Background: an optimization exercise with open tools, aiming at small area. Do not read the settings as production practice.
Only simulation tests tie the RTL to the original design; equivalence was not proved.
Power is estimated from default activity; no workload was simulated.

Setup of oak:
==> flow/design.v <==
`timescale 1ns/1ps
package game_pkg;
    localparam int ring_slots = 96;    
    localparam int word_bits  = 6;
    localparam int big_slots  = 4;     
endpackage
`timescale 1ns/1ps
`timescale 1ns/1ps
`timescale 1ns/1ps
`timescale 1ns/1ps
`timescale 1ns/1ps
module game_top (
    input  logic        clock,
    input  logic        reset,
    input  logic        keyboard_ready,
    input  logic [2:0]  keyboard_data,
    output logic        key_read_fin,
    input  logic        psel,
    input  logic        penable,
    input  logic        pwrite,
    input  logic [11:0] paddr,
    input  logic [31:0] pwdata,
    output logic [31:0] prdata,
    output logic        pready,
    output logic        pslverr
);
    localparam int N  = game_pkg::ring_slots;
    localparam int WB = game_pkg::word_bits;
    localparam int NB = game_pkg::big_slots;
    localparam logic [2:0] S_IDLE  = 3'd0;
    localparam logic [2:0] S_SPACE = 3'd1;    
    localparam logic [2:0] S_RTGT  = 3'd2;    
    localparam logic [2:0] S_WSRC  = 3'd3;    
    localparam logic [2:0] S_WTGT  = 3'd4;    
    logic [N*WB-1:0] ring;           
    logic [WB-1:0]   head_word;
    logic [WB-1:0]   back_word;      
    logic [3:0]      hh, hv;         
    logic [6:0]      head_idx;
    logic            filling;
    assign head_word = ring[WB-1:0];
    assign head_idx  = {hv, 3'b000} + {2'b00, hv, 1'b0} + {3'b000, hh};
    always_ff @(posedge clock) begin
        ring <= {back_word, ring[N*WB-1:WB]};
    end
    always_ff @(posedge clock) begin
        if (reset) begin
            hh      <= 4'd0;
            hv      <= 4'd0;
            filling <= 1'b1;
        end else begin
            if (hv == 4'd4 && hh == 4'd9) begin    
                hh <= 4'd4;
                hv <= 4'd5;
            end else if (hh == 4'd9) begin
                hh <= 4'd0;
                hv <= (hv == 4'd9) ? 4'd0 : hv + 4'd1;
                if (hv == 4'd9) filling <= 1'b0;
            end else begin
                hh <= hh + 4'd1;
            end
        end
    end
    logic [NB-1:0] b_val;
    logic [6:0]    b_idx [NB];
    logic [NB-1:0] b_hi;             
    logic [NB-1:0] b_match;
    logic [NB-1:0] b_free;           
    logic          b_full;
    logic [1:0]    head_hi;
    logic [6:0]    head_t;
    always_comb begin
        head_hi = 2'b00;
        for (int k = 0; k < NB; k++) begin
            b_match[k] = b_val[k] && (b_idx[k] == head_idx);
            if (b_match[k]) head_hi = {b_hi[k], !b_hi[k]};
        end
        b_full = 1'b1;
        for (int k = 0; k < NB; k++) begin
            b_free[k] = !b_val[k] && b_full;
            b_full    = b_full && b_val[k];
        end
    end
    assign head_t = {head_hi, head_word[4:0]};
    logic [2:0] state;
    logic [3:0] cur_h, cur_v;
    logic       mv;              
    logic       half;            
    logic       player;          
    logic [1:0] dir;             
    logic [6:0] mv_t;            
    logic       accept;
    logic [1:0] dsel;
    logic [3:0] tgt_h, tgt_v;
    logic       on_board;
    logic       at_src, at_tgt;
    logic [6:0] moved;
    logic [6:0] kept;
    assign accept = (state == S_IDLE) && !filling && keyboard_ready && !key_read_fin;
    assign dsel   = (state == S_IDLE) ? keyboard_data[1:0] : dir;
    assign tgt_h = cur_h + ((dsel == 2'd1) ? 4'hf : {3'b000, dsel == 2'd3});
    assign tgt_v = cur_v + ((dsel == 2'd0) ? 4'hf : {3'b000, dsel == 2'd2});
    always_comb begin
        case (dsel)
            2'd0:    on_board = (cur_v != 4'd0);
            2'd1:    on_board = (cur_h != 4'd0);
            2'd2:    on_board = (cur_v != 4'd9);
            default: on_board = (cur_h != 4'd9);
        endcase
    end
    assign at_src = (hh == cur_h) && (hv == cur_v);
    assign at_tgt = (hh == tgt_h) && (hv == tgt_v);
    assign moved  = half ? {1'b0, mv_t[6:1]} : mv_t - 7'd1;                    
    assign kept   = half ? {1'b0, head_t[6:1]} + {6'd0, head_t[0]} : 7'd1;    
    always_comb begin
        back_word = head_word;
        if (filling) begin
            if (hh == 4'd2 && hv == 4'd3)      back_word = {1'b0, 5'h17};    
            else if (hh == 4'd8 && hv == 4'd7) back_word = {1'b1, 5'h19};    
            else                               back_word = '0;
        end else if (state == S_WSRC && at_src) begin
            back_word = {player, kept[4:0]};
        end else if (state == S_WTGT && at_tgt) begin
            back_word = {player, moved[4:0]};
        end
    end
    always_ff @(posedge clock) begin
        if (reset) begin
            b_val    <= 4'b0011;
            b_idx[0] <= 7'd32;
            b_hi[0]  <= 1'b1;
            b_idx[1] <= 7'd78;
            b_hi[1]  <= 1'b1;
        end else if (state == S_WSRC && at_src) begin
            for (int k = 0; k < NB; k++) begin
                if (b_match[k]) begin    
                    b_val[k] <= kept[5];
                    b_hi[k]  <= 1'b0;
                end
            end
        end else if (state == S_WTGT && at_tgt && moved[6:5] != 2'b00) begin
            for (int k = 0; k < NB; k++) begin
                if (b_free[k]) begin
                    b_val[k] <= 1'b1;
                    b_idx[k] <= head_idx;
                    b_hi[k]  <= moved[6];
                end
            end
        end
    end
    always_ff @(posedge clock) begin
        if (reset) begin
            state        <= S_IDLE;
            key_read_fin <= 1'b0;
            cur_h        <= 4'd0;
            cur_v        <= 4'd0;
            mv           <= 1'b0;
            half         <= 1'b0;
            player       <= 1'b0;
        end else begin
            key_read_fin <= accept;
            case (state)
                S_IDLE: begin
                    dir <= keyboard_data[1:0];
                    if (accept) begin
                        if (!keyboard_data[2]) begin
                            if (on_board) begin
                                if (!mv) begin
                                    cur_h <= tgt_h;
                                    cur_v <= tgt_v;
                                end else if (!(tgt_v == 4'd5 && tgt_h <= 4'd3)) begin
                                    state <= S_RTGT;    
                                end
                            end
                        end else if (keyboard_data[1:0] == 2'd0) begin    
                            if (mv) begin
                                mv   <= 1'b0;
                                half <= 1'b0;
                            end else if (!(cur_v == 4'd5 && cur_h <= 4'd3)) begin
                                state <= S_SPACE;    
                            end
                        end else if (keyboard_data[1:0] == 2'd1) begin    
                            if (mv) half <= !half;
                        end
                    end
                end
                S_SPACE: begin
                    if (at_src) begin
                        if (head_t[6:1] != 6'd0 && head_word[5] == player) begin
                            mv   <= 1'b1;
                            half <= 1'b0;
                        end
                        state <= S_IDLE;
                    end
                end
                S_RTGT: begin
                    if (at_tgt) state <= (head_t == 7'd0) ? S_WSRC : S_IDLE;
                end
                S_WSRC: begin
                    if (at_src) begin
                        mv_t  <= head_t;
                        state <= S_WTGT;
                    end
                end
                default: begin    
                    if (at_tgt) begin
                        state  <= S_IDLE;
                        player <= !player;
                        mv     <= 1'b0;
                        half   <= 1'b0;
                        cur_h  <= player ? 4'd2 : 4'd8;
                        cur_v  <= player ? 4'd3 : 4'd7;
                    end
                end
            endcase
        end
    end
    logic access;
    logic cell_rd, status_rd, err;
    logic mount, city, crown;
    assign access    = psel && penable;
    assign cell_rd   = !pwrite && (paddr < 12'd100);
    assign status_rd = !pwrite && (paddr == 12'h100);
    assign err       = !cell_rd && !status_rd;
    assign mount     = (paddr[6:0] >= 7'd50) && (paddr[6:0] <= 7'd53);
    assign crown     = (paddr[6:0] == 7'd32) || (paddr[6:0] == 7'd78);
    assign city      = (paddr[6:0] == 7'd26) || (paddr[6:0] == 7'd84);
    assign pready  = access && (!cell_rd || (!filling && (mount || paddr[6:0] == head_idx)));
    assign pslverr = access && err;
    logic nz;
    assign nz = (head_t != 7'd0);
    always_comb begin
        prdata = '0;
        if (paddr[8]) begin
            prdata[3:0]   = cur_h;
            prdata[7:4]   = cur_v;
            prdata[9:8]   = {mv, half};
            prdata[12:10] = {1'b0, player, !player};
            prdata[16]    = (state == S_IDLE);
        end else begin
            prdata[13:11] = {1'b0, nz && !mount && head_word[5], nz && !mount && !head_word[5]};
            prdata[10:9]  = mount ? 2'd1 : crown ? 2'd2 : city ? 2'd3 : 2'd0;
            prdata[6:0]   = mount ? 7'd0 : (!nz && city) ? 7'h43 : head_t;
        end
    end
endmodule
clock: 10.0 ns
lec_check: 0
abc_area: 1
cap_margin: 20
core_margin: 2
core_utilization: 65
slew_margin: 20
standard.sh (not shown) runs the stock make flow with config.mk's settings and CLKGATE_MAP_FILE= SYNTH_SCRIPT=/design/flow/synth_recipe.tcl, a recipe that flattens the netlist after the stock synthesis.
==> flow/flow/run.sh <==
#!/bin/bash
# The standard layout with three changes that only affect how the cells are chosen:
#  - synthesis maps the logic with an area-only ABC script (flow/abc_area.script);
#    registers, their names and cell types are those of the standard synthesis;
#  - the clock tree uses large clusters of clkbuf_16 and no dummy loads;
#  - the port buffers are buf_1.
# Each tool's output goes to standard.log (make) in this folder.
set -euo pipefail
W=$PWD
{
  echo "proc abc {args} {"
  echo "  set i [lsearch -exact \$args -script]"
  echo "  set args [lreplace \$args \$i [expr {\$i + 1}] -script $W/flow/abc_area.script]"
  echo "  yosys abc {*}\$args"
  echo "}"
  cat synth_recipe.tcl
} > area_synth.tcl
sed "s|SYNTH_SCRIPT=[^ ]*|SYNTH_SCRIPT=$W/area_synth.tcl|" standard.sh > area_standard.sh
export CTS_ARGS="-sink_clustering_enable -repair_clock_nets -buf_list sky130_fd_sc_hd__clkbuf_8 -root_buf sky130_fd_sc_hd__clkbuf_16 -sink_clustering_buffer sky130_fd_sc_hd__clkbuf_8 -sink_clustering_size 22 -sink_clustering_max_diameter 60 -dont_use_dummy_load"
export BUFFER_PORTS_ARGS="-buffer_cell sky130_fd_sc_hd__buf_1"
bash area_standard.sh > standard.log 2>&1
==> flow/flow/abc_area.script <==
strash
dch
map -a
mfs2
strash
dch
map -a
mfs2
strash
dch
map -a
topo
Edits applied to the flow inputs when going from oak to pine:
--- a/flow/design.v
+++ b/flow/design.v
@@ -111,5 +111,5 @@
     assign at_src = (hh == cur_h) && (hv == cur_v);
     assign at_tgt = (hh == tgt_h) && (hv == tgt_v);
-    assign moved  = half ? {1'b0, mv_t[6:1]} : mv_t - 7'd1;                    
+    assign moved  = half ? {1'b0, head_t[6:1]} : head_t - 7'd1;
     assign kept   = half ? {1'b0, head_t[6:1]} + {6'd0, head_t[0]} : 7'd1;    
     always_comb begin
@@ -122,5 +122,5 @@
             back_word = {player, kept[4:0]};
         end else if (state == S_WTGT && at_tgt) begin
-            back_word = {player, moved[4:0]};
+            back_word = {player, mv_t[4:0]};
         end
     end
@@ -139,10 +139,10 @@
                 end
             end
-        end else if (state == S_WTGT && at_tgt && moved[6:5] != 2'b00) begin
+        end else if (state == S_WTGT && at_tgt && mv_t[6:5] != 2'b00) begin
             for (int k = 0; k < NB; k++) begin
                 if (b_free[k]) begin
                     b_val[k] <= 1'b1;
                     b_idx[k] <= head_idx;
-                    b_hi[k]  <= moved[6];
+                    b_hi[k]  <= mv_t[6];
                 end
             end
@@ -199,5 +199,5 @@
                 S_WSRC: begin
                     if (at_src) begin
-                        mv_t  <= head_t;
+                        mv_t  <= moved;
                         state <= S_WTGT;
                     end
@@ -228,9 +228,7 @@
     assign pready  = access && (!cell_rd || (!filling && (mount || paddr[6:0] == head_idx)));
     assign pslverr = access && err;
-    logic nz;
-    assign nz = (head_t != 7'd0);
     always_comb begin
         prdata = '0;
-        if (paddr[8]) begin
+        if (status_rd) begin
             prdata[3:0]   = cur_h;
             prdata[7:4]   = cur_v;
@@ -238,8 +236,10 @@
             prdata[12:10] = {1'b0, player, !player};
             prdata[16]    = (state == S_IDLE);
+        end else if (mount) begin
+            prdata[10:9] = 2'd1;
         end else begin
-            prdata[13:11] = {1'b0, nz && !mount && head_word[5], nz && !mount && !head_word[5]};
-            prdata[10:9]  = mount ? 2'd1 : crown ? 2'd2 : city ? 2'd3 : 2'd0;
-            prdata[6:0]   = mount ? 7'd0 : (!nz && city) ? 7'h43 : head_t;
+            prdata[13:11] = (head_t == 7'd0) ? 3'd0 : {1'b0, head_word[5], !head_word[5]};
+            prdata[10:9]  = crown ? 2'd2 : city ? 2'd3 : 2'd0;
+            prdata[6:0]   = (head_t == 7'd0 && city) ? 7'h43 : head_t;
         end
     end
### Flow results
- pine: full flow OK, the timing, design-rule and antenna checks passed
- [compare] base=oak new=pine: share of total power in sequential cells now larger, insertion delay to the later sink of the worst-skew pair comparable.
- oak -> pine: number of setup violations in the final report delta 0, exact match
- In pine, the via count of the first global-routing pass came out 105 above the value in oak.
- For pine, the end point of the critical path was prdata[6], unlike oak, where it was prdata[1].
- Compare oak and pine | synthesized-area fraction occupied by ao, oa, aoi and oai cells higher: oak
- oak and pine ended up with roughly the same area after synthesis.
- Compared with oak, pine shows a synthesized cell count that is 6 higher.
- On clock-cell share of area, pine tracks oak almost exactly.
- Overall routed net length: oak and pine compared, higher one is oak
- ~same placement-stage cell area in oak and pine
- Compared with oak, pine shows a lower maximum frequency.
- pine -> oak: die area flat

-- static timing again, ports no longer ideal --
The flow's constraints put no driver on any port. The routed layouts listed below were extracted and timed again, unchanged, in two steps. Step 1 sets driving cells, clkbuf_16 on the clock port and buf_2 on the other inputs (assumed; they add their load-dependent delay and slew). Step 2 moves the port delays by t, midway between the first and last clock arrival at a register: inputs arrive t later, outputs are due t later. That takes back most of the time a late clock gives input paths. a / b / c = ideal / step 1 / step 2; a / b = the first two.
run	t, ns	setup WS [ns]	worst hold slack (ns)	worst register clock-pin slew, ns
oak	0.528	2.658 / 2.613 / 3.140	0.298 / 0.298 / 0.298	0.12 / 0.12
pine	0.528	2.097 / 2.052 / 2.580	0.266 / 0.266 / 0.266	0.12 / 0.12
After both steps setup and hold are still met in every run listed.
